Source: an optimization exercise on an open RTL-to-GDS flow (aim: small area, a short achievable clock period and few clock cycles per item). Production flows keep margins and buffers that such runs may drop.
At most, simulation tests tie the RTL to the original design; equivalence was not proved.
No functional check of the RTL was part of run 1.

File: flow/design.v
`default_nettype none
package fsc_pkg;
  localparam int HALF_W          = 16;
  localparam int KEY_BANK_W      = 64;
  localparam int ROUND_COUNT_DEF = 9;
  localparam int CFG_INDEX_W = 2;
  localparam int CFG_DATA_W  = KEY_BANK_W;
  localparam logic [63:0] SBOX = 64'h2174_8fe3_da09_b65c;
  localparam logic [63:0] PERM_DEST = 64'h5ae0_b61c_f287_39d4;
  function automatic logic [3:0] sbox4(input logic [3:0] x);
    logic [3:0] s;
    s[0] = x[3] ? (x[1] ? ~x[0] : ~(x[2]^x[0])) : (x[1] ? x[0] : (x[2]^x[0]));
    s[1] = x[3] ? (x[1] ? ~(x[2]^x[0]) : (~x[2]|x[0])) : (x[1] ? ~(x[2]&x[0]) : 1'b0);
    s[2] = x[3] ? (x[1] ? ~(x[2]|x[0]) : (x[2]|x[0])) : (x[1] ? ~(x[2]^x[0]) : ~x[2]);
    s[3] = x[3] ? (x[1] ? ~x[2] : (~x[2]&x[0])) : (x[1] ? (x[2]|x[0]) : ~x[0]);
    sbox4 = s;
  endfunction
  function automatic logic [HALF_W-1:0] round_fn(input logic [HALF_W-1:0] x);
    logic [HALF_W-1:0] w;
    logic [HALF_W-1:0] z;
    for (int i = 0; i < 4; i++) begin
      w[4*i +: 4] = sbox4(x[4*i +: 4]);
    end
    z = '0;
    for (int i = 0; i < HALF_W; i++) begin
      z[PERM_DEST[4*i +: 4]] = w[HALF_W-1-i];
    end
    round_fn = z;
  endfunction
endpackage
`default_nettype wire
`default_nettype none
module fsc_round_pipe (
  input  wire logic [fsc_pkg::HALF_W-1:0] l_in,
  input  wire logic [fsc_pkg::HALF_W-1:0] t_in,
  input  wire logic [fsc_pkg::HALF_W-1:0] key,
  input  wire logic [fsc_pkg::HALF_W-1:0] key_nxt,
  output logic      [fsc_pkg::HALF_W-1:0] l_out,
  output logic      [fsc_pkg::HALF_W-1:0] t_out
);
  assign l_out = t_in ^ key;
  assign t_out = (l_in ^ key_nxt) ^ fsc_pkg::round_fn(t_in);
endmodule
`default_nettype wire
`default_nettype none
`default_nettype wire
`default_nettype none
module fsc_accum (
  input  wire logic                        clk,
  input  wire logic                        rst_n,
  input  wire logic                        ld_c,
  input  wire logic                        ld_s,
  input  wire logic                        first,
  input  wire logic                        last,
  input  wire logic [fsc_pkg::HALF_W-1:0]  l8,
  input  wire logic [fsc_pkg::HALF_W-1:0]  t9,
  input  wire logic [fsc_pkg::HALF_W-1:0]  key,
  output logic [fsc_pkg::HALF_W-1:0]       out_cipher_left,
  output logic [fsc_pkg::HALF_W-1:0]       out_cipher_right,
  output logic [fsc_pkg::HALF_W-1:0]       out_xor_sum_left_out,
  output logic [fsc_pkg::HALF_W-1:0]       out_xor_sum_right_out,
  output logic [fsc_pkg::HALF_W-1:0]       out_sticky_left_out,
  output logic [fsc_pkg::HALF_W-1:0]       out_sticky_right_out
);
  logic [fsc_pkg::HALF_W-1:0] xs_l, xs_r, sk_l, sk_r, cl, cr;
  logic [fsc_pkg::HALF_W-1:0] r8, f, base_r, xs_l_nxt, xs_r_nxt;
  assign r8       = t9 ^ key;
  assign f        = fsc_pkg::round_fn(t9);
  assign base_r   = (first ? '0 : xs_r) ^ l8;
  assign xs_l_nxt = (first ? '0 : xs_l) ^ r8;
  assign xs_r_nxt = base_r ^ f;
  always_ff @(posedge clk) begin
    if (!rst_n) begin
      xs_l <= '0;
      xs_r <= '0;
      sk_l <= '0;
      sk_r <= '0;
    end else if (ld_s) begin
      xs_l <= xs_l_nxt;
      xs_r <= xs_r_nxt;
      sk_l <= sk_l | ({fsc_pkg::HALF_W{last}} & xs_l_nxt);
      sk_r <= sk_r | ({fsc_pkg::HALF_W{last}} & xs_r_nxt);
    end
  end
  always_ff @(posedge clk) begin
    if (!rst_n) begin
      cl <= '0;
      cr <= '0;
    end else if (ld_c) begin
      cl <= r8;
      cr <= l8 ^ f;
    end
  end
  assign out_cipher_left       = cl;
  assign out_cipher_right      = cr;
  assign out_xor_sum_left_out  = xs_l;
  assign out_xor_sum_right_out = xs_r;
  assign out_sticky_left_out   = sk_l;
  assign out_sticky_right_out  = sk_r;
endmodule
`default_nettype wire
`default_nettype none
module feistel_sbox_cipher_integral_sum #(
  parameter int ROUND_COUNT = fsc_pkg::ROUND_COUNT_DEF,
  parameter logic [8:0] CUTS = 9'b1_0101_0101
) (
  input  wire logic                              clk,
  input  wire logic                              rst_n,
  input  wire logic                              cfg_wr_en,
  input  wire logic [fsc_pkg::CFG_INDEX_W-1:0]   cfg_index,
  input  wire logic [fsc_pkg::CFG_DATA_W-1:0]    cfg_wdata,
  input  wire logic                              in_valid,
  output logic                                   in_stall,
  input  wire logic [fsc_pkg::HALF_W-1:0]        in_plain_left,
  input  wire logic [fsc_pkg::HALF_W-1:0]        in_plain_right,
  input  wire logic                              in_first_of_set,
  input  wire logic                              in_last_of_set,
  output logic                                   out_valid,
  input  wire logic                              out_stall,
  output logic [fsc_pkg::HALF_W-1:0]             out_cipher_left,
  output logic [fsc_pkg::HALF_W-1:0]             out_cipher_right,
  output logic [fsc_pkg::HALF_W-1:0]             out_xor_sum_left_out,
  output logic [fsc_pkg::HALF_W-1:0]             out_xor_sum_right_out,
  output logic [fsc_pkg::HALF_W-1:0]             out_sticky_left_out,
  output logic [fsc_pkg::HALF_W-1:0]             out_sticky_right_out
);
  localparam int W = fsc_pkg::HALF_W;
  logic [63:0] k14, k58;
  logic [W-1:0] k9;
  logic [W-1:0] subkey [1:9];
  logic [63:0] kd;
  assign kd = cfg_wdata & {64{rst_n}};
  always_ff @(posedge clk) begin
    if (!rst_n || (cfg_wr_en && cfg_index == 2'd0)) k14 <= kd;
    if (!rst_n || (cfg_wr_en && cfg_index == 2'd1)) k58 <= kd;
    if (!rst_n || (cfg_wr_en && cfg_index == 2'd2)) k9  <= kd[W-1:0];
  end
  for (genvar k = 1; k <= 4; k++) begin : g_k14
    assign subkey[k]   = k14[W*(k-1) +: W];
    assign subkey[k+4] = k58[W*(k-1) +: W];
  end
  assign subkey[9]  = k9;
  logic adv;
  logic out_valid_r;
  logic b_v8;
  assign adv = !(out_valid_r && out_stall);
  logic         skid_v;
  logic [W-1:0] skid_l, skid_r;
  logic         skid_f, skid_t;
  logic         stall_q;
  assign in_stall = stall_q;
  always_ff @(posedge clk) begin
    if (!rst_n) begin
      skid_v  <= 1'b0;
      stall_q <= 1'b0;
    end else begin
      skid_v  <= !adv && (skid_v || in_valid);
      stall_q <= !adv && (stall_q || in_valid);
    end
  end
  always_ff @(posedge clk) begin
    if (!skid_v) begin
      skid_l <= in_plain_left;
      skid_r <= in_plain_right;
      skid_f <= in_first_of_set;
      skid_t <= in_last_of_set;
    end
  end
  logic [W-1:0] a_l [0:8];
  logic [W-1:0] a_r [0:8];
  logic         a_f [0:8];
  logic         a_t [0:8];
  logic         a_v [0:8];
  logic [W-1:0] b_l [0:8];
  logic [W-1:0] b_r [0:8];
  logic         b_f [0:8];
  logic         b_t [0:8];
  logic         b_v [0:8];
  assign a_l[0] = skid_v ? skid_l : in_plain_left;
  assign a_r[0] = (skid_v ? skid_r : in_plain_right) ^ subkey[1];
  assign a_f[0] = skid_v ? skid_f : in_first_of_set;
  assign a_t[0] = skid_v ? skid_t : in_last_of_set;
  assign a_v[0] = skid_v || in_valid;
  for (genvar k = 0; k <= 8; k++) begin : g_stage
    if (CUTS[k]) begin : g_reg
      logic [W-1:0] l_q, r_q;
      logic         f_q, t_q, v_q;
      logic         ov_q, en;
      assign en = !(ov_q && out_stall);
      always_ff @(posedge clk) begin
        if (!rst_n) ov_q <= 1'b0;
        else if (en) ov_q <= b_v8;
      end
      always_ff @(posedge clk) begin
        if (en) begin
          l_q <= a_l[k];
          r_q <= a_r[k];
          f_q <= a_f[k];
          t_q <= a_t[k];
        end
      end
      always_ff @(posedge clk) begin
        if (!rst_n) v_q <= 1'b0;
        else if (en) v_q <= a_v[k];
      end
      assign b_l[k] = l_q;
      assign b_r[k] = r_q;
      assign b_f[k] = f_q;
      assign b_t[k] = t_q;
      assign b_v[k] = v_q;
    end else begin : g_wire
      assign b_l[k] = a_l[k];
      assign b_r[k] = a_r[k];
      assign b_f[k] = a_f[k];
      assign b_t[k] = a_t[k];
      assign b_v[k] = a_v[k];
    end
    if (k < 8) begin : g_round
      fsc_round_pipe u_round (
        .l_in    (b_l[k]),
        .t_in    (b_r[k]),
        .key     (subkey[k+1]),
        .key_nxt (subkey[k+2 > 9 ? 9 : k+2]),
        .l_out   (a_l[k+1]),
        .t_out   (a_r[k+1])
      );
      assign a_f[k+1] = b_f[k];
      assign a_t[k+1] = b_t[k];
      assign a_v[k+1] = b_v[k];
    end
  end
  assign b_v8 = b_v[8];
  logic ov_c, ov_s, en_c, en_s;
  assign en_c = !(ov_c && out_stall);
  assign en_s = !(ov_s && out_stall);
  always_ff @(posedge clk) begin
    if (!rst_n) begin
      out_valid_r <= 1'b0;
      ov_c        <= 1'b0;
      ov_s        <= 1'b0;
    end else begin
      if (adv)  out_valid_r <= b_v8;
      if (en_c) ov_c        <= b_v8;
      if (en_s) ov_s        <= b_v8;
    end
  end
  assign out_valid = out_valid_r;
  fsc_accum u_accum (
    .clk                   (clk),
    .rst_n                 (rst_n),
    .ld_c                  (en_c && b_v8),
    .ld_s                  (en_s && b_v8),
    .first                 (b_f[8]),
    .last                  (b_t[8]),
    .l8                    (b_l[8]),
    .t9                    (b_r[8]),
    .key                   (subkey[9]),
    .out_cipher_left       (out_cipher_left),
    .out_cipher_right      (out_cipher_right),
    .out_xor_sum_left_out  (out_xor_sum_left_out),
    .out_xor_sum_right_out (out_xor_sum_right_out),
    .out_sticky_left_out   (out_sticky_left_out),
    .out_sticky_right_out  (out_sticky_right_out)
  );
endmodule
`default_nettype wire
File: flow/flow/run.sh
#!/bin/bash
# Own layout flow: the standard layout (standard.sh), unchanged except that the
# port buffers buffer_ports inserts are sky130_fd_sc_hd__buf_2 cells. Each tool's
# output goes to a log file in this folder; ORFS's per-step logs stay under orfs/logs.
set -euo pipefail
bash standard.sh synth > make_synth.log 2>&1
bash standard.sh "BUFFER_PORTS_ARGS=-buffer_cell sky130_fd_sc_hd__buf_2" finish > make_layout.log 2>&1
File: flow/standard.sh
#!/bin/bash
# synth_recipe.tcl (not shown) runs the flow's synth.tcl, then flattens the netlist and writes it again
# the make line also repeats each setting of config.mk as NAME=value (left out here)
make -C /OpenROAD-flow-scripts/flow DESIGN_CONFIG=/design/flow/config.mk WORK_HOME=/design/flow/orfs CLKGATE_MAP_FILE= SYNTH_SCRIPT=/design/flow/synth_recipe.tcl "${@:-finish}"
File: flow/config.mk
export PLATFORM = sky130hd
export DESIGN_NAME = feistel_sbox_cipher_integral_sum
export DESIGN_NICKNAME = feistel_sbox_cipher_integral_sum
export VERILOG_FILES = /design/flow/design.v
export SDC_FILE = /design/flow/constraint.sdc
export NUM_CORES = 4
export LEC_CHECK = 0
export ABC_AREA = 1
export CAP_MARGIN = 20
export CORE_MARGIN = 2
export CORE_UTILIZATION = 40
export CTS_BUF_LIST = sky130_fd_sc_hd__clkbuf_8
export CTS_CLUSTER_DIAMETER = 60
export CTS_CLUSTER_SIZE = 12
export SETUP_SLACK_MARGIN = 2.75
export SLEW_MARGIN = 20
File: flow/constraint.sdc
create_clock -name core_clock -period 5.0 [get_ports {clk}]
set_input_delay 1.0000 -clock core_clock [delete_from_list [all_inputs] [get_ports {clk}]]
set_output_delay 1.0000 -clock core_clock [all_outputs]
set_load 0.01 [all_outputs]
==> qor.txt, run 1 <==
Crit path largest cell delay: 490 ps
worst reg2reg path depth: 17
syn_area_per_cell: 8.56 sq um
ratio of cells with drive above 1 in the final layout: 25.0%
first-pass GRT wire length: 112000 um
aggregate global routing overflow: 0
Synth Area in Compound Gates: 5.08%
crit-path max FO: 4
Synth Instances: 3142
Avg Vias per Cell: 4.90
antenna violations before repair: 0
First-pass DRT Iterations: 8
Initial Util: 40.2%
Critical R2R Capture: g_stage[8].g_reg.r_q[9]
TritonCTS clock tree: built
dpl cells: 4160
mux share of post-synthesis cell area: 1.42%
vias in the first global route: 19.5k
Top FF cell, synth: edfxtp_1
Cell Chain, Critical Path: inv_2 -> ha_4 -> nand2_2 -> o21ai_1 -> nand2_1 -> nand2_1 -> nand2_2 -> nand2_4 -> inv_4 -> ha_4 -> inv_2 -> nand2_2 -> nand2_1 -> nand2_1 -> nand2_1 -> nand2_1 -> nand2_1
Worst Hold Class: reg -> reg
Worst Path Buf+Inv: 3
simple-gate share of the synthesized area: 23.0%
clk slew on worst S/H paths: 80 ps
final-report max-slew violation count: 0
RSZ-0062 raised after global routing: true
clk root buf: clkbuf_8
Wirelength per Cell: 17.5 um
max cap viols: 0
# DRC: 0
synth unique cells: 39
worst-margin pin slew: 1090 ps
Setup crit end kind: flip-flop
r2r startpoint: g_stage[6].g_reg.r_q[0]
Worst R2R Setup Slack: 2700 ps
TritonCTS Buffers: 50
Port Buf Inserts: 202
worst skew pair latency: 680 ps
Die X: 263 um
Slowest cell on crit path: edfxtp_1
endpoints failing setup: 0
clock tree buffer depth: 3
Non-Filler Instances: 4383
DRT antenna net count: 0
Hold Path End: g_stage[2].g_reg.f_q
H-tree Lvls: 2
min Tclk post-route: 2300 ps
CTS Hold Bufs: 0
Core Rows: 95
XOR/XNOR Fraction of Synth Area: 13.4%
WL final: 76500 um
CP startpoint kind: flip-flop
post-DP HPWL: 55800 um
net count reported at finish: 3690
gr usage total: 21.1%
ant diodes: 0
FMAX: 434 MHz
Die Area: 0.0693 sq mm
WP depth: 17
FFs w/ async S/R, synth: 0%
Finished Core Util: 48.6%
Final Hold Vio Count: 0
worst relative slew slack: 27.4%
Setup Skew: 59.4 ps
largest net degree at the start of global routing: 65
io pins: 203
Synth Register Bits: 459
Hold Path Depth: 0
hold_sp: g_stage[0].g_reg.f_q
status: finished clean
die extent in y: 263 um
setup_tns: 0 ps
crit share post-route: 46.1%
Synth Cell Area: 0.0269 sq mm
sequential element share of the synthesized area: 45.8%
Final Wtd Congestion: 0.889
clk sinks: 459
worst setup margin: 2700 ps
CP dominant cell by count: nand2_1
arrival time worst endpoint: 2700 ps
main combinational cell family by area after synthesis: simple AND/OR/NAND/NOR gates
1st-iter DRT viols: 1866
number of synthesized flops with an enable pin: 314
CP Class: reg -> reg
P&R area growth vs syn: 20.9%
WP data required: 5400 ps
syn_nets: 3359
Vias: 21.5k
core region area: 0.0669 sq mm
pre-CTS WS: 2010 ps
top cell family by delay on the critical path: simple AND/OR/NAND/NOR gates
Synthesis Warnings: 25
Post-Synth Adder-Cell Area: 5.21%
==> stage by stage <==
| stage | area, sq um | hold WS (ps) |
|---|---|---|
| after floorplan | 27000 | 400 |
| after global placement | 28800 | 409 |
| after detailed placement | 28800 | 408 |
| after CTS | 30500 | 426 |
| after global routing | 32500 | 431 |
| final | 32500 | 428 |
==> placed cells by master, fill, tap and decap left out, types with 34 or more instances in the layout <==
| master | n |
|---|---|
| nand2_1 | 808 |
| edfxtp_1 | 314 |
| inv_1 | 286 |
| nand3_1 | 233 |
| xor2_1 | 215 |
| buf_2 | 201 |
| xnor2_1 | 157 |
| nor2_1 | 144 |
| dfxtp_1 | 135 |
| nand2_2 | 120 |
| buf_4 | 119 |
| a21oi_1 | 88 |
| ha_1 | 78 |
| o21ai_0 | 66 |
| nand3_2 | 65 |
| inv_2 | 63 |
| clkbuf_8 | 54 |
| nand2_4 | 45 |
| o21ai_1 | 39 |
| mux2_2 | 34 |
==> routing by layer <==
layer	up-vias	part of all wire [%]	track usage [%]
met4	0	4.3	8.69
met5	-	0	0
met2	583	48	36.0
met1	9985	43	27.4
met3	126	4.6	2.12
li1	10800	-	-
==> worst max-delay path by stage <==
stage,slack (ps),startpoint,endpoint
3_5_place_dp,2010,out_stall,u_accum.cr[1]
2_1_floorplan,2430,cfg_index[1],k14[0]
6_report,2700,g_stage[6].g_reg.r_q[0],g_stage[8].g_reg.r_q[9]
3_3_place_gp,2090,out_stall,u_accum.cr[4]
5_1_grt,2480,g_stage[6].g_reg.r_q[0],g_stage[8].g_reg.r_q[9]
4_1_cts,2640,g_stage[6].g_reg.r_q[0],g_stage[8].g_reg.r_q[9]
==> logic make-up (layout without fill, tap and decap cells) <==
| family | after synthesis | after routing |
|---|---|---|
| buffers and inverters | 410 | 778 |
| adders and majority gates | 112 | 112 |
| xor gates and xnor gates | 394 | 394 |
| DFF | 459 | 459 |
| AOI/OAI and AO/OA | 252 | 252 |
| and+or+nand+nor | 1481 | 1481 |
| muxes | 34 | 34 |
==> registers in the layout, summed over array words and instances (netlist names), 5 cells and up <==
register,cells
k9,16
skid_r,16
g_stage.g_reg.r_q,80
u_accum.cl,16
g_stage.g_reg.v_q,5
u_accum.xs_l,16
g_stage.g_reg.t_q,5
k14,64
u_accum.xs_r,16
skid_l,16
g_stage.g_reg.l_q,80
g_stage.g_reg.f_q,5
k58,64
u_accum.sk_r,16
g_stage.g_reg.ov_q,5
u_accum.sk_l,16
u_accum.cr,16
==> timing repair <==
action	CTS	global route
pin swaps	20	147
gates cloned	0	0
setup endpoints to repair	73	77
gates resized for setup	83	347
setup buffers	56	78
==> synth_stat cells, types with 6 or more instances <==
library cell	count	area, sq um
a21oi_1	88	440
buf_2	20	100
buf_4	10	75.1
clkbuf_1	29	109
dfxtp_1	145	2900
edfxtp_1	314	9430
ha_1	112	1400
inv_1	309	1160
inv_2	33	124
mux2_2	34	383
nand2_1	939	3520
nand2_2	34	213
nand3_1	305	1530
nand3b_1	24	180
nor2_1	155	582
nor2_2	7	43.8
o211ai_1	14	105
o21a_1	10	75.1
o21ai_0	88	440
o21ai_1	38	190
o21ai_2	9	78.8
or2_0	6	37.5
xnor2_1	160	1400
xor2_1	219	1920
xor2_2	8	130
==> area by class of cell <==
type                            count  area (sq um)
Tap cell                          873          1090
Multi-Input combinational cell   2273         14500
Timing Repair Buffer              342          2170
Clock inverter                     35           284
Clock buffer                       54           743
Fill cell                        6358         34400
Sequential cell                   459         12300
Inverter                          347          1350
==> run 2, diff against run 1 <==
--- a/flow/design.v
+++ b/flow/design.v
@@ -83,10 +83,7 @@
     end
   end
   always_ff @(posedge clk) begin
-    if (!rst_n) begin
-      cl <= '0;
-      cr <= '0;
-    end else if (ld_c) begin
+    if (ld_c) begin
       cl <= r8;
       cr <= l8 ^ f;
     end
--- a/flow/config.mk
+++ b/flow/config.mk
@@ -5,12 +5,12 @@
 export SDC_FILE = /design/flow/constraint.sdc
 export NUM_CORES = 4
 export LEC_CHECK = 0
-export ABC_AREA = 1
+export ABC_AREA = 0
 export CAP_MARGIN = 20
 export CORE_MARGIN = 2
 export CORE_UTILIZATION = 40
 export CTS_BUF_LIST = sky130_fd_sc_hd__clkbuf_8
 export CTS_CLUSTER_DIAMETER = 60
 export CTS_CLUSTER_SIZE = 12
-export SETUP_SLACK_MARGIN = 2.75
+export SETUP_SLACK_MARGIN = 2.6
 export SLEW_MARGIN = 20
==> run 2 against run 1 <==
Net effect:
- area after synthesis down 6.4%
- via count down 21%
- sequential share of layout area up 0.73 points
- largest cell class unchanged
- fmax decreased by 15%
- utilization up 4.2 points
- critical path depth is 8 lower
- critical endpoint is now g_stage[6].g_reg.r_q[5]
- sequential cell count did not move
- wire length is 13% lower
- non-clock buffer count rose by 118
==> qor.txt, run 2 <==
Synthesis Warnings: 25 (unchanged)
syn_nets: 2327 (was 3359)
CP startpoint kind: flip-flop (unchanged)
top cells by count, synth: 391 x xnor2_1, 346 x edfxtp_1, 113 x dfxtp_1 (was 939 x nand2_1, 314 x edfxtp_1, 309 x inv_1)
Wirelength per Cell: 19.4 um (was 17.5 um)
ratio of cells with drive above 1 in the final layout: 38.0% (was 25.0%)
worst skew pair latency: 650 ps (was 680 ps)
largest net degree at the start of global routing: 97 (was 65)
Finished Core Util: 52.8% (was 48.6%)
ant diodes: 0 (unchanged)
post-synth top area share: 41.3% (was 35.1%)
Seq. cell area: 0.0127 sq mm (was 0.0123 sq mm)
Synth area leaders: edfxtp_1 41%, xnor2_1 14%, dfxtp_1 9.0%, ha_1 5.6%, xor2_1 3.7% (was edfxtp_1 35%, nand2_1 13%, dfxtp_1 11%, xor2_1 7.1%, nand3_1 5.7%)
Yosys top cell by area: edfxtp_1 (unchanged)
vias in the first global route: 16.6k (was 19.5k)
Worst Hold Class: reg -> reg (unchanged)
arrival time worst endpoint: 3130 ps (was 2700 ps)
FMAX: 367 MHz (was 434 MHz)
Setup Skew: 18.7 ps (was 59.4 ps)
first-pass GRT wire length: 96600 um (was 112000 um)
CTS Hold Bufs: 0 (unchanged)
final-report max-slew violation count: 0 (unchanged)
top cell family by delay on the critical path: multiplexers (was simple AND/OR/NAND/NOR gates)
multi-input logic area: 0.0143 sq mm (was 0.0145 sq mm)
Synth Cell Area: 0.0252 sq mm (was 0.0269 sq mm)
synth unique cells: 62 (was 39)
WL final: 66300 um (was 76500 um)
status: finished clean (unchanged)
sequential element share of the synthesized area: 50.2% (was 45.8%)
Port Buf Inserts: 202 (unchanged)
Die X: 255 um (was 263 um)
Slowest cell on crit path: mux4_2 (was edfxtp_1)
1st-iter DRT viols: 985 (was 1866)
CP Class: reg -> reg (unchanged)
H-tree Lvls: 2 (unchanged)
Final Hold Vio Count: 0 (unchanged)
Vias: 17.0k (was 21.5k)
aggregate global routing overflow: 0 (unchanged)
Crit path largest cell delay: 540 ps (was 490 ps)
TritonCTS clock tree: built (unchanged)
DRT antenna net count: 0 (unchanged)
gr usage total: 19.5% (was 21.1%)
Die Area: 0.0650 sq mm (was 0.0693 sq mm)
number of synthesized flops with an enable pin: 346 (was 314)
antenna violations before repair: 0 (unchanged)
most frequent cells in the layout: 346 x edfxtp_1, 340 x xnor2_1, 202 x buf_2, 175 x buf_4, 112 x dfxtp_1 (was 808 x nand2_1, 314 x edfxtp_1, 286 x inv_1, 233 x nand3_1, 215 x xor2_1)
Top FF cell, synth: edfxtp_1 (unchanged)
Final Wtd Congestion: 0.870 (was 0.889)
Synth Register Bits: 459 (unchanged)
Regs by FF count: g_stage.g_reg.l_q (80), g_stage.g_reg.r_q (80) (unchanged)
FFs w/ async S/R, synth: 0% (unchanged)
Setup crit end kind: flip-flop (unchanged)
crit-path max FO: 3 (was 4)
max cap viols: 0 (unchanged)
net count reported at finish: 2750 (was 3690)
Core Rows: 91 (was 95)
First-pass DRT Iterations: 5 (was 8)
setup_tns: 0 ps (unchanged)
syn_area_per_cell: 11.9 sq um (was 8.56 sq um)
min Tclk post-route: 2720 ps (was 2300 ps)
Cell Chain, Critical Path: inv_2 -> ha_4 -> mux4_2 -> xnor2_4 -> inv_2 -> ha_4 -> mux2_4 -> a211oi_4 -> xnor2_1 (was inv_2 -> ha_4 -> nand2_2 -> o21ai_1 -> nand2_1 -> nand2_1 -> nand2_2 -> nand2_4 -> inv_4 -> ha_4 -> inv_2 -> nand2_2 -> nand2_1 -> nand2_1 -> nand2_1 -> nand2_1 -> nand2_1)
core region area: 0.0619 sq mm (was 0.0669 sq mm)
worst relative slew slack: 30.2% (was 27.4%)
Cell Area, Placed: 0.0273 sq mm (was 0.0288 sq mm)
P&R area growth vs syn: 29.8% (was 20.9%)
Worst Hold Margin: 425 ps (was 428 ps)
most common cell after layout, fill and taps aside: edfxtp_1 (was nand2_1)
die extent in y: 255 um (was 263 um)
RSZ-0062 raised after global routing: true (unchanged)
clk slew on worst S/H paths: 90 ps (was 80 ps)
WP data required: 5410 ps (was 5400 ps)
clock tree buffer depth: 3 (unchanged)
io pins: 203 (unchanged)
clk sinks: 459 (unchanged)
Synth Instances: 2110 (was 3142)
crit share post-route: 54.4% (was 46.1%)
# DRC: 0 (unchanged)
Finished Cell Area: 0.0327 sq mm (was 0.0325 sq mm)
clk root buf: clkbuf_8 (unchanged)
post-DP HPWL: 45800 um (was 55800 um)
Initial Util: 40.7% (was 40.2%)
most numerous cell in the Yosys netlist: xnor2_1 (was nand2_1)
TritonCTS Buffers: 49 (was 50)
Avg Vias per Cell: 4.98 (was 4.90)
Worst Path Buf+Inv: 2 (was 3)
worst-margin pin slew: 1050 ps (was 1090 ps)
endpoints failing setup: 0 (unchanged)
Fillers: 5228 (was 6358)
[run 2: kinds of logic after synthesis]
group | after synthesis | share of synthesized area (%)
AOI/OAI and AO/OA | 305 | 7.68
xor gates and xnor gates | 513 | 18.5
adders and majority gates | 112 | 5.56
buffers and inverters | 179 | 2.96
DFF | 459 | 50.2
muxes | 143 | 6.88
and+or+nand+nor | 399 | 8.24
[run 2: per-layer routing]
layer,global-route usage (%),vias to the layer above,share of wire (%)
li1,-,8149,-
met1,25.6,8177,43
met2,32.5,529,47
met3,2.50,129,5.1
met4,8.71,0,4.6
met5,0,-,0
[run 2: layout make-up]
| cell class | count | share of cell area (%) |
|---|---|---|
| tap | 837 | 3.20 |
| sequential | 459 | 38.7 |
| timing repair buffer | 460 | 10.1 |
| multi-input combinational | 1473 | 43.7 |
| clock inverter | 38 | 1.04 |
| inverter | 90 | 1.06 |
| clock buffer | 52 | 2.19 |
[run 2: repair_timing]
action / 4_1_cts / 5_1_grt
setup buffers: 176 / 71
hold endpoints to repair: 0 / 0
setup endpoints to repair: 64 / 67
resized for setup: 241 / 277
cloned: 1 / 1
pin swaps: 118 / 163
[run 2: worst paths after layout]
kind                           start                       to  slack, ps  cells after the start
max          g_stage[4].g_reg.r_q[0]  g_stage[6].g_reg.r_q[5]       2280                      9
min             g_stage[4].g_reg.t_q     g_stage[6].g_reg.t_q        420                      0
max reg2reg  g_stage[4].g_reg.r_q[0]  g_stage[6].g_reg.r_q[5]       2280                      9
min reg2reg     g_stage[4].g_reg.t_q     g_stage[6].g_reg.t_q        420                      0
[run 2: stage by stage]
step,std cells,setup WS (ps)
detailed placement,3069,1900
global placement,3069,1770
CTS,3336,2280
finish,3409,2280
floorplan,2110,2350
global route,3409,2220
Testbench counts of run 2, summed over its fixed seeds: cycles 9,648, items 9,600.
==> run 3, diff against run 2 <==
--- a/flow/config.mk
+++ b/flow/config.mk
@@ -5,10 +5,10 @@
 export SDC_FILE = /design/flow/constraint.sdc
 export NUM_CORES = 4
 export LEC_CHECK = 0
-export ABC_AREA = 0
+export ABC_AREA = 1
 export CAP_MARGIN = 20
 export CORE_MARGIN = 2
-export CORE_UTILIZATION = 40
+export CORE_UTILIZATION = 50
 export CTS_BUF_LIST = sky130_fd_sc_hd__clkbuf_8
 export CTS_CLUSTER_DIAMETER = 60
 export CTS_CLUSTER_SIZE = 12
==> run 3 against run 2 <==
Net effect:
- critical endpoint is now g_stage[2].g_reg.r_q[3]
- clock skew is 8.4 ps higher
- count of clock-buffer cells in the layout did not move
- final cell count rose by 20%
- worst hold slack lost 1.3 ps
- worst setup slack improved by 420 ps
- wire length grew 8.3%
- final area decreased by 6.5%
- critical path depth is 3 higher
- sequential cell count unchanged
- first-iteration DRC count increased by 34%
==> qor.txt, run 3 <==
Yosys top cell by area: edfxtp_1 (unchanged)
Hold Path Depth: 0 (unchanged)
final-report max-slew violation count: 0 (unchanged)
gr usage total: 25.2% (was 19.5%)
net count reported at finish: 3565 (was 2750)
Synth area leaders: edfxtp_1 38%, nand2_1 13%, dfxtp_1 8.3%, xor2_1 6.7%, nand3_1 5.6% (was edfxtp_1 41%, xnor2_1 14%, dfxtp_1 9.0%, ha_1 5.6%, xor2_1 3.7%)
ratio of cells with drive above 1 in the final layout: 16.7% (was 38.0%)
Synth Area in Compound Gates: 4.02% (was 7.68%)
CP dominant cell by count: nand2_1
CP startpoint kind: flip-flop (unchanged)
max cap viols: 0 (unchanged)
worst skew pair latency: 660 ps (was 650 ps)
hold_sp: g_stage[2].g_reg.f_q (was g_stage[4].g_reg.t_q)
Regs by FF count: g_stage.g_reg.l_q (80), g_stage.g_reg.r_q (80) (unchanged)
largest net degree at the start of global routing: 65 (was 97)
endpoints failing setup: 0 (unchanged)
Synth Instances: 3083 (was 2110)
worst-margin pin slew: 1010 ps (was 1050 ps)
Cell Chain, Critical Path: inv_1 -> ha_1 -> nand2_1 -> nand3_1 -> nand2_1 -> nand2_1 -> nand2_1 -> ha_1 -> o21ai_2 -> nand2_1 -> nand2_1 -> nand2_1 (was inv_2 -> ha_4 -> mux4_2 -> xnor2_4 -> inv_2 -> ha_4 -> mux2_4 -> a211oi_4 -> xnor2_1)
Worst Hold Class: reg -> reg (unchanged)
Initial Util: 50.5% (was 40.7%)
M2 GR Usage: 42.9% (was 32.5%)
Synth Cell Area: 0.0272 sq mm (was 0.0252 sq mm)
RSZ-0062 raised after global routing: true (unchanged)
syn_nets: 3300 (was 2327)
io pins: 203 (unchanged)
Core Rows: 85 (was 91)
Hold Path End: g_stage[4].g_reg.f_q (was g_stage[6].g_reg.t_q)
CP Class: reg -> reg (unchanged)
clock tree buffer depth: 3 (unchanged)
Port Buf Inserts: 202 (unchanged)
Worst R2R Setup Slack: 2690 ps (was 2280 ps)
Avg Vias per Cell: 5.10 (was 4.98)
status: finished clean (unchanged)
mux share of post-synthesis cell area: 1.41% (was 6.88%)
syn_area_per_cell: 8.81 sq um (was 11.9 sq um)
First-pass DRT Iterations: 8 (was 5)
Synth Register Bits: 459 (unchanged)
Critical R2R Capture: g_stage[2].g_reg.r_q[3] (was g_stage[6].g_reg.r_q[5])
setup_tns: 0 ps (unchanged)
Vias: 20.8k (was 17.0k)
top cells by count, synth: 964 x nand2_1, 346 x edfxtp_1, 306 x inv_1 (was 391 x xnor2_1, 346 x edfxtp_1, 113 x dfxtp_1)
core region area: 0.0538 sq mm (was 0.0619 sq mm)
TritonCTS Buffers: 48 (was 49)
vias in the first global route: 19.5k (was 16.6k)
Final Wtd Congestion: 0.911 (was 0.870)
Fillers: 4877 (was 5228)
H-tree Lvls: 2 (unchanged)
M1 GR Usage: 32.3% (was 25.6%)
FMAX: 434 MHz (was 367 MHz)
post-synth top area share: 38.2% (was 41.3%)
synth unique cells: 44 (was 62)
most numerous cell in the Yosys netlist: nand2_1 (was xnor2_1)
DRT antenna net count: 0 (unchanged)
number of synthesized flops with an enable pin: 346 (unchanged)
antenna violations before repair: 1 (was 0)
simple-gate share of the synthesized area: 23.6% (was 8.24%)
1st-iter DRT viols: 1318 (was 985)
# DRC: 0 (unchanged)
min Tclk post-route: 2310 ps (was 2720 ps)
TritonCTS clock tree: built (unchanged)
crit-path max FO: 5 (was 3)
Setup crit end kind: flip-flop (unchanged)
Synthesis Warnings: 25 (unchanged)
Top FF cell, synth: edfxtp_1 (unchanged)
clk slew on worst S/H paths: 90 ps (about the same)
worst reg2reg path depth: 12 (was 9)
main combinational cell family by area after synthesis: simple AND/OR/NAND/NOR gates (was XOR/XNOR gates)
r2r startpoint: g_stage[0].g_reg.r_q[2] (was g_stage[4].g_reg.r_q[0])
sequential element share of the synthesized area: 46.6% (was 50.2%)
Die X: 237 um (was 255 um)
CTS Hold Bufs: 0 (unchanged)
arrival time worst endpoint: 2740 ps (was 3130 ps)
worst relative slew slack: 32.8% (was 30.2%)
Setup Skew: 27.0 ps (was 18.7 ps)
die extent in y: 237 um (was 255 um)
most frequent cells in the layout: 933 x nand2_1, 346 x edfxtp_1, 314 x inv_1, 297 x nand3_1, 209 x xor2_1 (was 346 x edfxtp_1, 340 x xnor2_1, 202 x buf_2, 175 x buf_4, 112 x dfxtp_1)
post-DP HPWL: 55600 um (was 45800 um)
WP data required: 5430 ps (was 5410 ps)
aggregate global routing overflow: 0 (unchanged)
Crit path largest cell delay: 450 ps (was 540 ps)
clk root buf: clkbuf_8 (unchanged)
Slowest cell on crit path: edfxtp_1 (was mux4_2)
FFs w/ async S/R, synth: 0% (unchanged)
Final Hold Vio Count: 0 (unchanged)
most common cell after layout, fill and taps aside: nand2_1 (was edfxtp_1)
WL final: 71800 um (was 66300 um)
most used routing layer in global routing: met2 (unchanged)
P&R area growth vs syn: 12.5% (was 29.8%)
first-pass GRT wire length: 108000 um (was 96600 um)
Post-Synth Adder-Cell Area: 5.16% (was 5.56%)
XOR/XNOR Fraction of Synth Area: 13.4% (was 18.5%)
Die Area: 0.0562 sq mm (was 0.0650 sq mm)
grt met3 use: 2.61% (was 2.50%)
Wirelength per Cell: 17.6 um (was 19.4 um)
crit share post-route: 46.1% (was 54.4%)
clk sinks: 459 (unchanged)
run 3: cell count changes in the layout (fill, tap and decap cells not counted), moves of 67 or more:
cell,previous run,this run
and2_1,67,0
buf_4,175,65
buf_6,80,0
inv_1,49,314
nand2_1,78,933
nand3_1,15,297
nor2b_1,74,0
xnor2_1,340,157
xor2_1,100,209
run 3: cell type report:
class                   count  area [sq um]  share of cell area (%)
repair buffers            268          1540                    5.04
clock inverters            38           251                   0.823
inverters                 340          1310                    4.27
well taps                 696           871                    2.85
clock buffers              52           716                    2.34
diodes                      1          2.50                 0.00819
multi-input cells        2231         13200                    43.3
flip-flops and latches    459         12700                    41.4
run 3: worst max path at each step:
| stage | from | end | slack (ps) | cells after the start |
|---|---|---|---|---|
| floorplan | cfg_index[1] | k14[0] | 2430 | 3 |
| global placement | cfg_index[1] | k14[1] | 1850 | 5 |
| detailed placement | out_stall | u_accum.sk_r[0] | 1850 | 7 |
| CTS | g_stage[0].g_reg.r_q[10] | g_stage[2].g_reg.r_q[5] | 2600 | 14 |
| global route | g_stage[2].g_reg.r_q[6] | g_stage[4].g_reg.r_q[6] | 2470 | 13 |
| finish | g_stage[0].g_reg.r_q[2] | g_stage[2].g_reg.r_q[3] | 2690 | 12 |
run 3: cells by family after synthesis:
group | Yosys count
buffers and inverters | 394
XOR/XNOR | 387
AND/OR/NAND/NOR | 1501
multiplexers | 34
adder cells (fa/ha/maj) | 112
flip-flops | 459
AO/OA/AOI/OAI | 196
run 3: critical path, delay by kind of cell (launching register included):
kind            cells  cell delay (ps)
flops               1              450
buf+inv             1              100
fa+ha+maj           2              650
simple gates        8              690
compound gates      1              200
run 3: per-layer routing:
layer / routed length (um) / part of all wire (%)
met4: 3450 / 4.8
met2: 34400 / 48
met3: 3100 / 4.3
met5: 0 / 0
met1: 30800 / 43
run 3: through the flow:
stage                     hold slack (ps)  setup WS, ps  cell area, sq um  std cells  utilization, %
after floorplan                       400          2430             27200       3083               -
after global placement                408          1850             28900       3933            53.6
after detailed placement              405          1850             28900       3935            53.7
after CTS                             425          2600             30000       4045            55.8
after global routing                  431          2470             30600       4085            56.8
final                                 424          2690             30600       4085            56.8
run 3: timing repair:
| action | CTS | global route |
|---|---|---|
| buffers inserted | 19 | 39 |
| gates cloned | 1 | 0 |
| endpoints found under the setup margin | 62 | 47 |
| gates resized for setup | 2 | 73 |
| pin swaps | 1 | 12 |
==> run 4, diff against run 3 <==
--- a/flow/config.mk
+++ b/flow/config.mk
@@ -8,7 +8,7 @@
 export ABC_AREA = 1
 export CAP_MARGIN = 20
 export CORE_MARGIN = 2
-export CORE_UTILIZATION = 50
+export CORE_UTILIZATION = 40
 export CTS_BUF_LIST = sky130_fd_sc_hd__clkbuf_8
 export CTS_CLUSTER_DIAMETER = 60
 export CTS_CLUSTER_SIZE = 12
==> run 4 against run 3 <==
Net effect:
- still clean on timing, DRC and antenna
- die area grew 25%
- synthesized cell count is the same
- count of clock-buffer cells in the layout grew 2
- worst hold slack lost 2.0 ps
- final area grew 1.3%
==> qor.txt, run 4 <==
RSZ-0062 raised after global routing: true (unchanged)
ant diodes: 0 (was 1)
min Tclk post-route: 2300 ps (was 2310 ps)
H-tree Lvls: 2 (unchanged)
post-synth top area share: 38.2% (unchanged)
syn_area_per_cell: 8.81 sq um (unchanged)
Core Rows: 95 (was 85)
WL final: 70900 um (was 71800 um)
Regs by FF count: g_stage.g_reg.l_q (80), g_stage.g_reg.r_q (80) (unchanged)
Worst Hold Class: reg -> reg (unchanged)
crit share post-route: 45.9% (was 46.1%)
Port Buf Inserts: 202 (unchanged)
Setup crit end: g_stage[8].g_reg.r_q[9] (was g_stage[2].g_reg.r_q[3])
Wirelength per Cell: 16.6 um (was 17.6 um)
gr usage total: 19.8% (was 25.2%)
Synth Register Bits: 459 (unchanged)
ratio of cells with drive above 1 in the final layout: 17.1% (was 16.7%)
net count reported at finish: 3583 (was 3565)
most common cell after layout, fill and taps aside: nand2_1 (unchanged)
antenna violations before repair: 1 (unchanged)
clock tree buffer depth: 3 (unchanged)
mux share of post-synthesis cell area: 1.41% (unchanged)
arrival time worst endpoint: 2690 ps (was 2740 ps)
status: finished clean (unchanged)
Setup crit end kind: flip-flop (unchanged)
Die Area: 0.0700 sq mm (was 0.0562 sq mm)
Final Hold Vio Count: 0 (unchanged)
Finished Core Util: 46.1% (was 56.8%)
die extent in y: 265 um (was 237 um)
Synth Area in Compound Gates: 4.02% (unchanged)
CP Class: reg -> reg (unchanged)
top cell family by delay on the critical path: simple AND/OR/NAND/NOR gates (unchanged)
dpl cells: 4111 (was 3935)
Critical R2R Capture: g_stage[8].g_reg.r_q[9] (was g_stage[2].g_reg.r_q[3])
crit-path max FO: 6 (was 5)
First-pass DRT Iterations: 5 (was 8)
worst skew pair latency: 670 ps (was 660 ps)
synth unique cells: 44 (unchanged)
worst reg2reg path depth: 14 (was 12)
core region area: 0.0672 sq mm (was 0.0538 sq mm)
post-DP HPWL: 54200 um (was 55600 um)
setup_tns: 0 ps (unchanged)
TritonCTS Buffers: 51 (was 48)
max cap viols: 0 (unchanged)
worst-margin pin slew: 1070 ps (was 1010 ps)
CP dominant cell by count: nand2_1 (unchanged)
Crit path largest cell delay: 430 ps (was 450 ps)
Top FF cell, synth: edfxtp_1 (unchanged)
Yosys top cell by area: edfxtp_1 (unchanged)
sequential element share of the synthesized area: 46.6% (unchanged)
Worst Path Buf+Inv: 2 (was 1)
most numerous cell in the Yosys netlist: nand2_1 (unchanged)
number of synthesized flops with an enable pin: 346 (unchanged)
Die X: 265 um (was 237 um)
FMAX: 435 MHz (was 434 MHz)
Worst Setup SP: g_stage[6].g_reg.r_q[4] (was g_stage[0].g_reg.r_q[2])
vias in the first global route: 18.2k (was 19.5k)
Vias: 20.4k (was 20.8k)
aggregate global routing overflow: 0 (unchanged)
# DRC: 0 (unchanged)
main combinational cell family by area after synthesis: simple AND/OR/NAND/NOR gates (unchanged)
Slowest cell on crit path: edfxtp_1 (unchanged)
WP data required: 5390 ps (was 5430 ps)
final-report max-slew violation count: 0 (unchanged)
endpoints failing setup: 0 (unchanged)
worst relative slew slack: 28.6% (was 32.8%)
syn_nets: 3300 (unchanged)
Non-Filler Instances: 4279 (was 4085)
clk root buf: clkbuf_8 (unchanged)
io pins: 203 (unchanged)
clk slew on worst S/H paths: 80 ps (was 90 ps)
Synthesis Warnings: 25 (unchanged)
WP depth: 14 (was 12)
TritonCTS clock tree: built (unchanged)
Post-Synth Adder-Cell Area: 5.16% (unchanged)
Cell Chain, Critical Path: buf_6 -> ha_1 -> or2_0 -> nand2_1 -> nand2_1 -> nand2_2 -> nand2_4 -> ha_1 -> inv_1 -> nand2_1 -> nand3_1 -> o21ai_0 -> nand2_1 -> nand2_1 (was inv_1 -> ha_1 -> nand2_1 -> nand3_1 -> nand2_1 -> nand2_1 -> nand2_1 -> ha_1 -> o21ai_2 -> nand2_1 -> nand2_1 -> nand2_1)
Synth area leaders: edfxtp_1 38%, nand2_1 13%, dfxtp_1 8.3%, xor2_1 6.7%, nand3_1 5.6% (unchanged)
simple-gate share of the synthesized area: 23.6% (unchanged)
Initial Util: 40.5% (was 50.5%)
most frequent cells in the layout: 937 x nand2_1, 346 x edfxtp_1, 310 x inv_1, 296 x nand3_1, 209 x xor2_1 (was 933 x nand2_1, 346 x edfxtp_1, 314 x inv_1, 297 x nand3_1, 209 x xor2_1)
DRT antenna net count: 0 (unchanged)
1st-iter DRT viols: 1582 (was 1318)
clk sinks: 459 (unchanged)
XOR/XNOR Fraction of Synth Area: 13.4% (unchanged)
P&R area growth vs syn: 13.9% (was 12.5%)
largest net degree at the start of global routing: 65 (unchanged)
FFs w/ async S/R, synth: 0% (unchanged)
Final Wtd Congestion: 0.923 (was 0.911)
Avg Vias per Cell: 4.76 (was 5.10)
CTS Hold Bufs: 0 (unchanged)
r2r startpoint: g_stage[6].g_reg.r_q[4] (was g_stage[0].g_reg.r_q[2])
Synth Instances: 3083 (unchanged)
Setup Skew: 37.5 ps (was 27.0 ps)
Worst R2R Setup Slack: 2700 ps (was 2690 ps)
Synth Cell Area: 0.0272 sq mm (unchanged)
first-pass GRT wire length: 106000 um (was 108000 um)
hold_sp: g_stage[2].g_reg.t_q (was g_stage[2].g_reg.f_q)
top cells by count, synth: 964 x nand2_1, 346 x edfxtp_1, 306 x inv_1 (unchanged)
CP startpoint kind: flip-flop (unchanged)
run 4: cell count changes in the layout (fill, tap and decap cells not counted), moves of 3 or more:
cell       change
o21ai_1        +3
inv_1          -4
buf_4         +15
bufinv_16      +3
nand2_1        +4
nand2_2        -5
run 4: logic make-up (layout without fill, tap and decap cells):
group                    count (synthesis)  in the layout
adder cells (fa/ha/maj)                112            112
buffers and inverters                  394            716
XOR/XNOR                               387            387
flip-flops                             459            459
AO/OA/AOI/OAI                          196            197
multiplexers                            34             34
AND/OR/NAND/NOR                       1501           1501
run 4: worst min-delay path by stage:
stage               cells past startpoint                    to
global route                            0  g_stage[4].g_reg.t_q
finish                                  0  g_stage[4].g_reg.t_q
global placement                        0  g_stage[6].g_reg.f_q
floorplan                               0  g_stage[2].g_reg.f_q
detailed placement                      0  g_stage[6].g_reg.f_q
CTS                                     0  g_stage[4].g_reg.t_q
run 4: cell type report:
class	instances	area (sq um)
clock buffer	54	743
clock inverter	39	345
fill	6493	36200
tap	873	1090
timing repair buffer	283	1640
inverter	340	1310
sequential	459	12700
multi-input combinational	2231	13200
run 4: what timing repair did:
action / 4_1_cts / 5_1_grt
pin swaps: 1 / 9
buffers inserted: 12 / 62
cloned: 1 / 0
setup endpoints to repair: 63 / 47
resized for setup: 3 / 66
run 4: through the flow:
| step | setup WS [ps] | hold WS [ps] | cell area (sq um) |
|---|---|---|---|
| after floorplan | 2430 | 400 | 27200 |
| after global placement | 1840 | 403 | 29100 |
| after detailed placement | 1830 | 407 | 29100 |
| after CTS | 2600 | 419 | 30300 |
| after global routing | 2540 | 428 | 31000 |
| final | 2700 | 422 | 31000 |
run 4: metal layers:
layer	vias to the layer above	share of wire, %	wire length (um)	global-route usage (%)
li1	10500	-	-	-
met1	9278	46	32900	27.1
met2	480	46	32800	32.9
met3	86	4.2	3010	2.24
met4	0	3.1	2220	6.07
met5	-	0	0	0
==> run 5, diff against run 4 <==
--- a/flow/config.mk
+++ b/flow/config.mk
@@ -12,5 +12,6 @@
 export CTS_BUF_LIST = sky130_fd_sc_hd__clkbuf_8
 export CTS_CLUSTER_DIAMETER = 60
 export CTS_CLUSTER_SIZE = 12
+export PLACE_DENSITY = 0.9
 export SETUP_SLACK_MARGIN = 2.6
 export SLEW_MARGIN = 20
==> run 5 against run 4 <==
Net effect:
- first-iteration DRC count grew 47%
- highest routed layer unchanged
- sequential share of layout area is 0.42 points higher
- critical path type unchanged
- clock skew increased by 3.7 ps
- still clean
- sequential cell count is the same
- die area unchanged
- synthesized cell count unchanged
==> qor.txt, run 5 <==
Setup Skew: 41.2 ps (was 37.5 ps)
pre-CTS WS: 1830 ps (about the same)
Final Wtd Congestion: 0.942 (was 0.923)
Synth area leaders: edfxtp_1 38%, nand2_1 13%, dfxtp_1 8.3%, xor2_1 6.7%, nand3_1 5.6% (unchanged)
Slowest cell on crit path: edfxtp_1 (unchanged)
Die X: 265 um (unchanged)
Synthesis Warnings: 25 (unchanged)
worst-margin pin slew: 1060 ps (was 1070 ps)
crit share post-route: 46.6% (was 45.9%)
Worst Path Buf+Inv: 4 (was 2)
multi-input logic area: 0.0132 sq mm (unchanged)
sequential element share of the synthesized area: 46.6% (unchanged)
1st-iter DRT viols: 2324 (was 1582)
first-pass GRT wire length: 108000 um (was 106000 um)
TritonCTS clock tree: built (unchanged)
# DRC: 0 (unchanged)
Seq. cell area: 0.0127 sq mm (unchanged)
Core Rows: 95 (unchanged)
most frequent cells in the layout: 944 x nand2_1, 346 x edfxtp_1, 320 x inv_1, 296 x nand3_1, 209 x xor2_1 (was 937 x nand2_1, 346 x edfxtp_1, 310 x inv_1, 296 x nand3_1, 209 x xor2_1)
die extent in y: 265 um (unchanged)
Crit path largest cell delay: 440 ps (was 430 ps)
worst skew pair latency: 640 ps (was 670 ps)
top cells by count, synth: 964 x nand2_1, 346 x edfxtp_1, 306 x inv_1 (unchanged)
Fillers: 6135 (was 6493)
syn_nets: 3300 (unchanged)
max cap viols: 0 (unchanged)
crit-path max FO: 5 (was 6)
min Tclk post-route: 2330 ps (was 2300 ps)
Synth Register Bits: 459 (unchanged)
Regs by FF count: g_stage.g_reg.l_q (80), g_stage.g_reg.r_q (80) (unchanged)
Synth Cell Area: 0.0272 sq mm (unchanged)
Top FF cell, synth: edfxtp_1 (unchanged)
synth unique cells: 44 (unchanged)
Setup crit end kind: flip-flop (unchanged)
endpoints failing setup: 0 (unchanged)
TritonCTS Buffers: 45 (was 51)
CP dominant cell by count: nand2_1 (unchanged)
number of synthesized flops with an enable pin: 346 (unchanged)
arrival time worst endpoint: 2700 ps (was 2690 ps)
gr usage total: 19.7% (was 19.8%)
First-pass DRT Iterations: 7 (was 5)
FFs w/ async S/R, synth: 0% (unchanged)
clk slew on worst S/H paths: 90 ps (was 80 ps)
CP startpoint kind: flip-flop (unchanged)
clock tree buffer depth: 3 (unchanged)
setup_tns: 0 ps (unchanged)
status: finished clean (unchanged)
worst setup margin: 2670 ps (was 2700 ps)
vias in the first global route: 19.7k (was 18.2k)
Worst Hold Class: reg -> reg (unchanged)
antenna violations before repair: 5 (was 1)
Port Buf Inserts: 202 (unchanged)
net count reported at finish: 3571 (was 3583)
io pins: 203 (unchanged)
CP Class: reg -> reg (unchanged)
clk root buf: clkbuf_8 (unchanged)
post-DP HPWL: 55200 um (was 54200 um)
H-tree Lvls: 2 (unchanged)
FMAX: 429 MHz (was 435 MHz)
top cell family by delay on the critical path: simple AND/OR/NAND/NOR gates (unchanged)
most numerous cell in the Yosys netlist: nand2_1 (unchanged)
RSZ-0062 raised after global routing: true (unchanged)
DRT antenna net count: 0 (unchanged)
Synth Instances: 3083 (unchanged)
Vias: 21.7k (was 20.4k)
Avg Vias per Cell: 5.09 (was 4.76)
Initial Util: 40.5% (unchanged)
Die Area: 0.0700 sq mm (unchanged)
Wirelength per Cell: 16.9 um (was 16.6 um)
final-report max-slew violation count: 0 (unchanged)
core region area: 0.0672 sq mm (unchanged)
WP data required: 5370 ps (was 5390 ps)
Worst Hold Margin: 426 ps (was 422 ps)
P&R area growth vs syn: 12.8% (was 13.9%)
post-synth top area share: 38.2% (unchanged)
CTS Hold Bufs: 0 (unchanged)
most common cell after layout, fill and taps aside: nand2_1 (unchanged)
Cell Chain, Critical Path: inv_2 -> buf_4 -> ha_1 -> inv_1 -> nand2_1 -> nand3_1 -> nand2_1 -> nand2_1 -> nand2_1 -> inv_1 -> ha_1 -> nand2_1 -> nand2_1 -> nand2_1 -> nand2_1 -> nand2_1 -> nand2_1 (was buf_6 -> ha_1 -> or2_0 -> nand2_1 -> nand2_1 -> nand2_2 -> nand2_4 -> ha_1 -> inv_1 -> nand2_1 -> nand3_1 -> o21ai_0 -> nand2_1 -> nand2_1)
WL final: 72200 um (was 70900 um)
syn_area_per_cell: 8.81 sq um (unchanged)
largest net degree at the start of global routing: 67 (was 65)
Final Hold Vio Count: 0 (unchanged)
clk sinks: 459 (unchanged)
ratio of cells with drive above 1 in the final layout: 16.3% (was 17.1%)
aggregate global routing overflow: 0 (unchanged)
Yosys top cell by area: edfxtp_1 (unchanged)
worst relative slew slack: 29.5% (was 28.6%)
==> run 5: cell counts after synthesis <==
No cell type changed its count.
==> run 5: kinds of logic after synthesis <==
logic type | count (synthesis) | share of synthesized area, %
DFF | 459 | 46.6
xor gates and xnor gates | 387 | 13.4
adders and majority gates | 112 | 5.16
muxes | 34 | 1.41
and+or+nand+nor | 1501 | 23.6
buffers and inverters | 394 | 5.86
AOI/OAI and AO/OA | 196 | 4.02
==> run 5: through the flow <==
step,cell area (sq um),std cells,util (%)
floorplan,27200,3083,-
global placement,29100,4109,43.3
detailed placement,29100,4109,43.3
CTS,30000,4205,44.6
global route,30600,4266,45.6
finish,30600,4267,45.6
==> run 5: routing by layer <==
layer / up-vias / share of wire (%) / track usage (%) / wire length [um]
met5: - / 0 / 0 / 0
met4: 0 / 4.2 / 8.31 / 3020
met3: 158 / 8.4 / 2.58 / 6030
met2: 990 / 46 / 32.3 / 33300
met1: 10100 / 41 / 26.3 / 29800
li1: 10500 / - / - / -
==> run 5: what timing repair did <==
action,in CTS,in global routing
gates resized for setup,1,65
pin swaps,0,10
buffers inserted,14,55
cloned,0,0
setup endpoints to repair,19,71
==> run 5: final cells by class <==
cell class              instances  share of cell area (%)
flip-flops and latches        459                    41.3
repair buffers                278                    5.26
diodes                          5                  0.0408
clock buffers                  45                    2.02
multi-input cells            2230                    43.0
clock inverters                37                   0.535
inverters                     340                    4.27
well taps                     873                    3.56
==> run 5: worst paths after layout <==
check,from,to,slack (ps),depth (start not counted)
max,g_stage[6].g_reg.r_q[2],g_stage[8].g_reg.r_q[5],2670,17
min,g_stage[0].g_reg.t_q,g_stage[2].g_reg.t_q,430,0
min reg2reg,g_stage[0].g_reg.t_q,g_stage[2].g_reg.t_q,430,0
max reg2reg,g_stage[6].g_reg.r_q[2],g_stage[8].g_reg.r_q[5],2670,17
==> run 6, diff against run 5 <==
--- a/flow/config.mk
+++ b/flow/config.mk
@@ -12,6 +12,6 @@
 export CTS_BUF_LIST = sky130_fd_sc_hd__clkbuf_8
 export CTS_CLUSTER_DIAMETER = 60
 export CTS_CLUSTER_SIZE = 12
-export PLACE_DENSITY = 0.9
+export PLACE_DENSITY = 0.8
 export SETUP_SLACK_MARGIN = 2.6
 export SLEW_MARGIN = 20
==> run 6 against run 5 <==
Net effect:
- via count is 2.7% lower
- die area stayed put
- final area hardly changed
- first-iteration DRC count is 8.2% lower
- worst hold slack better by 3.1 ps
- non-clock buffer count is 2 lower
- wire length is 3.5% lower
- sequential share of layout area hardly changed
- critical path depth is 3 lower
- global-route usage is 0.65 points lower
- critical endpoint is now g_stage[2].g_reg.r_q[5]
- largest cell class unchanged
==> qor.txt, run 6 <==
Die X: 265 um (unchanged)
number of synthesized flops with an enable pin: 346 (unchanged)
syn_nets: 3300 (unchanged)
TritonCTS Buffers: 46 (was 45)
final-report max-slew violation count: 0 (unchanged)
r2r startpoint: g_stage[0].g_reg.r_q[10] (was g_stage[6].g_reg.r_q[2])
clk sinks: 459 (unchanged)
core region area: 0.0672 sq mm (unchanged)
WL final: 69600 um (was 72200 um)
antenna violations before repair: 4 (was 5)
Worst Hold Class: reg -> reg (unchanged)
largest net degree at the start of global routing: 67 (unchanged)
Cell Chain, Critical Path: inv_2 -> ha_4 -> nand2_2 -> o21ai_4 -> inv_2 -> nand3_1 -> nand2_2 -> ha_1 -> nand2_1 -> nand2_1 -> nand2_1 -> nand2_1 -> nand2_1 -> nand2_1 (was inv_2 -> buf_4 -> ha_1 -> inv_1 -> nand2_1 -> nand3_1 -> nand2_1 -> nand2_1 -> nand2_1 -> inv_1 -> ha_1 -> nand2_1 -> nand2_1 -> nand2_1 -> nand2_1 -> nand2_1 -> nand2_1)
sequential element share of the synthesized area: 46.6% (unchanged)
TritonCTS clock tree: built (unchanged)
Synth Instances: 3083 (unchanged)
max cap viols: 0 (unchanged)
most frequent cells in the layout: 935 x nand2_1, 346 x edfxtp_1, 318 x inv_1, 301 x nand3_1, 209 x xor2_1 (was 944 x nand2_1, 346 x edfxtp_1, 320 x inv_1, 296 x nand3_1, 209 x xor2_1)
post-synth top area share: 38.2% (unchanged)
Vias: 21.1k (was 21.7k)
vias in the first global route: 18.7k (was 19.7k)
Setup crit end kind: flip-flop (unchanged)
RSZ-0062 raised after global routing: true (unchanged)
worst reg2reg path depth: 14 (was 17)
status: finished clean (unchanged)
Setup Skew: 45.3 ps (was 41.2 ps)
# DRC: 0 (unchanged)
Initial Util: 40.5% (unchanged)
worst relative slew slack: 31.7% (was 29.5%)
Worst R2R Setup Slack: 2720 ps (was 2670 ps)
Synth Cell Area: 0.0272 sq mm (unchanged)
hold_sp: g_stage[2].g_reg.f_q (was g_stage[0].g_reg.t_q)
syn_area_per_cell: 8.81 sq um (unchanged)
CP dominant cell by count: nand2_1 (unchanged)
ratio of cells with drive above 1 in the final layout: 16.3% (about the same)
1st-iter DRT viols: 2133 (was 2324)
most common cell after layout, fill and taps aside: nand2_1 (unchanged)
Crit path largest cell delay: 500 ps (was 440 ps)
CP Class: reg -> reg (unchanged)
CTS Hold Bufs: 0 (unchanged)
worst setup margin: 2720 ps (was 2670 ps)
Avg Vias per Cell: 4.96 (was 5.09)
worst-margin pin slew: 1020 ps (was 1060 ps)
FMAX: 438 MHz (was 429 MHz)
Synth Register Bits: 459 (unchanged)
Yosys top cell by area: edfxtp_1 (unchanged)
clk slew on worst S/H paths: 90 ps (about the same)
top cells by count, synth: 964 x nand2_1, 346 x edfxtp_1, 306 x inv_1 (unchanged)
endpoints failing setup: 0 (unchanged)
Die Area: 0.0700 sq mm (unchanged)
most numerous cell in the Yosys netlist: nand2_1 (unchanged)
crit-path max FO: 6 (was 5)
First-pass DRT Iterations: 6 (was 7)
crit share post-route: 45.6% (was 46.6%)
Hold Path Depth: 0 (unchanged)
setup_tns: 0 ps (unchanged)
Final Hold Vio Count: 0 (unchanged)
H-tree Lvls: 2 (unchanged)
DRT antenna net count: 0 (unchanged)
Port Buf Inserts: 202 (unchanged)
net count reported at finish: 3570 (was 3571)
Top FF cell, synth: edfxtp_1 (unchanged)
aggregate global routing overflow: 0 (unchanged)
Worst Path Buf+Inv: 2 (was 4)
io pins: 203 (unchanged)
Hold Path End: g_stage[4].g_reg.f_q (was g_stage[2].g_reg.t_q)
Wirelength per Cell: 16.3 um (was 16.9 um)
P&R area growth vs syn: 12.9% (was 12.8%)
arrival time worst endpoint: 2660 ps (was 2700 ps)
Core Rows: 95 (unchanged)
CP startpoint kind: flip-flop (unchanged)
pre-CTS WS: 2210 ps (was 1830 ps)
Fillers: 6235 (was 6135)
worst skew pair latency: 650 ps (was 640 ps)
die extent in y: 265 um (unchanged)
top cell family by delay on the critical path: simple AND/OR/NAND/NOR gates (unchanged)
Synthesis Warnings: 25 (unchanged)
Slowest cell on crit path: edfxtp_1 (unchanged)
clk root buf: clkbuf_8 (unchanged)
synth unique cells: 44 (unchanged)
WP data required: 5380 ps (was 5370 ps)
Regs by FF count: g_stage.g_reg.l_q (80), g_stage.g_reg.r_q (80) (unchanged)
FFs w/ async S/R, synth: 0% (unchanged)
first-pass GRT wire length: 104000 um (was 108000 um)
Final Wtd Congestion: 0.939 (was 0.942)
min Tclk post-route: 2280 ps (was 2330 ps)
post-DP HPWL: 53400 um (was 55200 um)
clock tree buffer depth: 3 (unchanged)
gr usage total: 19.1% (was 19.7%)
Synth area leaders: edfxtp_1 38%, nand2_1 13%, dfxtp_1 8.3%, xor2_1 6.7%, nand3_1 5.6% (unchanged)
Critical R2R Capture: g_stage[2].g_reg.r_q[5] (was g_stage[8].g_reg.r_q[5])
run 6: cells by family after synthesis:
family / share of synthesized area (%)
muxes: 1.41
xor gates and xnor gates: 13.4
DFF: 46.6
adders and majority gates: 5.16
buffers and inverters: 5.86
and+or+nand+nor: 23.6
AOI/OAI and AO/OA: 4.02
run 6: metrics by stage:
stage | area [sq um] | hold WS (ps) | util (%) | instances
global route | 30700 | 437 | 45.7 | 4262
finish | 30700 | 429 | 45.7 | 4262
detailed placement | 29100 | 408 | 43.3 | 4108
floorplan | 27200 | 400 | - | 3083
global placement | 29100 | 405 | 43.3 | 4108
CTS | 30000 | 431 | 44.6 | 4196
run 6: layer usage:
metal | up-vias | global-route usage, % | wire, um
met5 | - | 0 | 0
met4 | 0 | 6.28 | 2250
met3 | 99 | 2.55 | 5580
met2 | 812 | 30.8 | 32000
met1 | 9731 | 26.5 | 29800
li1 | 10500 | - | -
run 6: how the worst max path moves through the flow:
stage | from | to | slack (ps) | depth (start not counted)
2_1_floorplan | cfg_index[1] | k14[0] | 2430 | 3
3_3_place_gp | rst_n | k58[43] | 2250 | 2
3_5_place_dp | rst_n | k58[37] | 2210 | 2
4_1_cts | g_stage[6].g_reg.r_q[0] | g_stage[8].g_reg.r_q[9] | 2610 | 15
5_1_grt | g_stage[6].g_reg.r_q[0] | g_stage[8].g_reg.r_q[13] | 2530 | 16
6_report | g_stage[0].g_reg.r_q[10] | g_stage[2].g_reg.r_q[5] | 2720 | 14
run 6: area by class of cell:
cell class	count	area, sq um	share of cell area [%]
antenna	1	2.50	0.00816
clock buffer	48	661	2.15
clock inverter	35	208	0.677
inverter	340	1310	4.27
multi-input combinational	2230	13200	42.9
sequential	459	12700	41.3
tap	873	1090	3.56
timing repair buffer	276	1590	5.18
run 6: timing repair:
item | CTS | global route
pin swaps | 0 | 9
endpoints found under the setup margin | 4 | 86
buffers inserted | 5 | 64
resized for setup | 0 | 61

-- static timing again, ports no longer ideal --
No port has a modelled driver above. Below, the same layouts with a new extraction and two added sets of constraints.
Step 1: set_driving_cell puts a clkbuf_16 on clk and a buf_2 on each other input, an assumption about the parent block.
Step 2 moves the port delays by t, midway between the first and last clock arrival at a register: inputs arrive t later, outputs are due t later. That takes back most of the time a late clock gives input paths.
a / b / c = ideal / step 1 / step 2; a / b = the first two.
run	t, ns	setup WS [ns]	worst hold slack (ns)	cell pins on the clock port's net
run 1	0.710	2.697 / 2.697 / 2.201	0.428 / 0.428 / 0.428	1
run 2	0.693	2.278 / 2.278 / 2.054	0.425 / 0.425 / 0.425	1
run 3	0.710	2.693 / 2.693 / 2.126	0.424 / 0.424 / 0.424	1
run 4	0.709	2.703 / 2.703 / 2.073	0.422 / 0.422 / 0.422	1
run 5	0.674	2.668 / 2.668 / 2.194	0.426 / 0.426 / 0.426	1
run 6	0.681	2.718 / 2.718 / 2.239	0.429 / 0.429 / 0.429	1
After both steps every run listed still meets setup and hold. For run 4, which loses most, drivers alone change the setup slack by 0.000 ns; drivers and shift together by -0.630 ns.
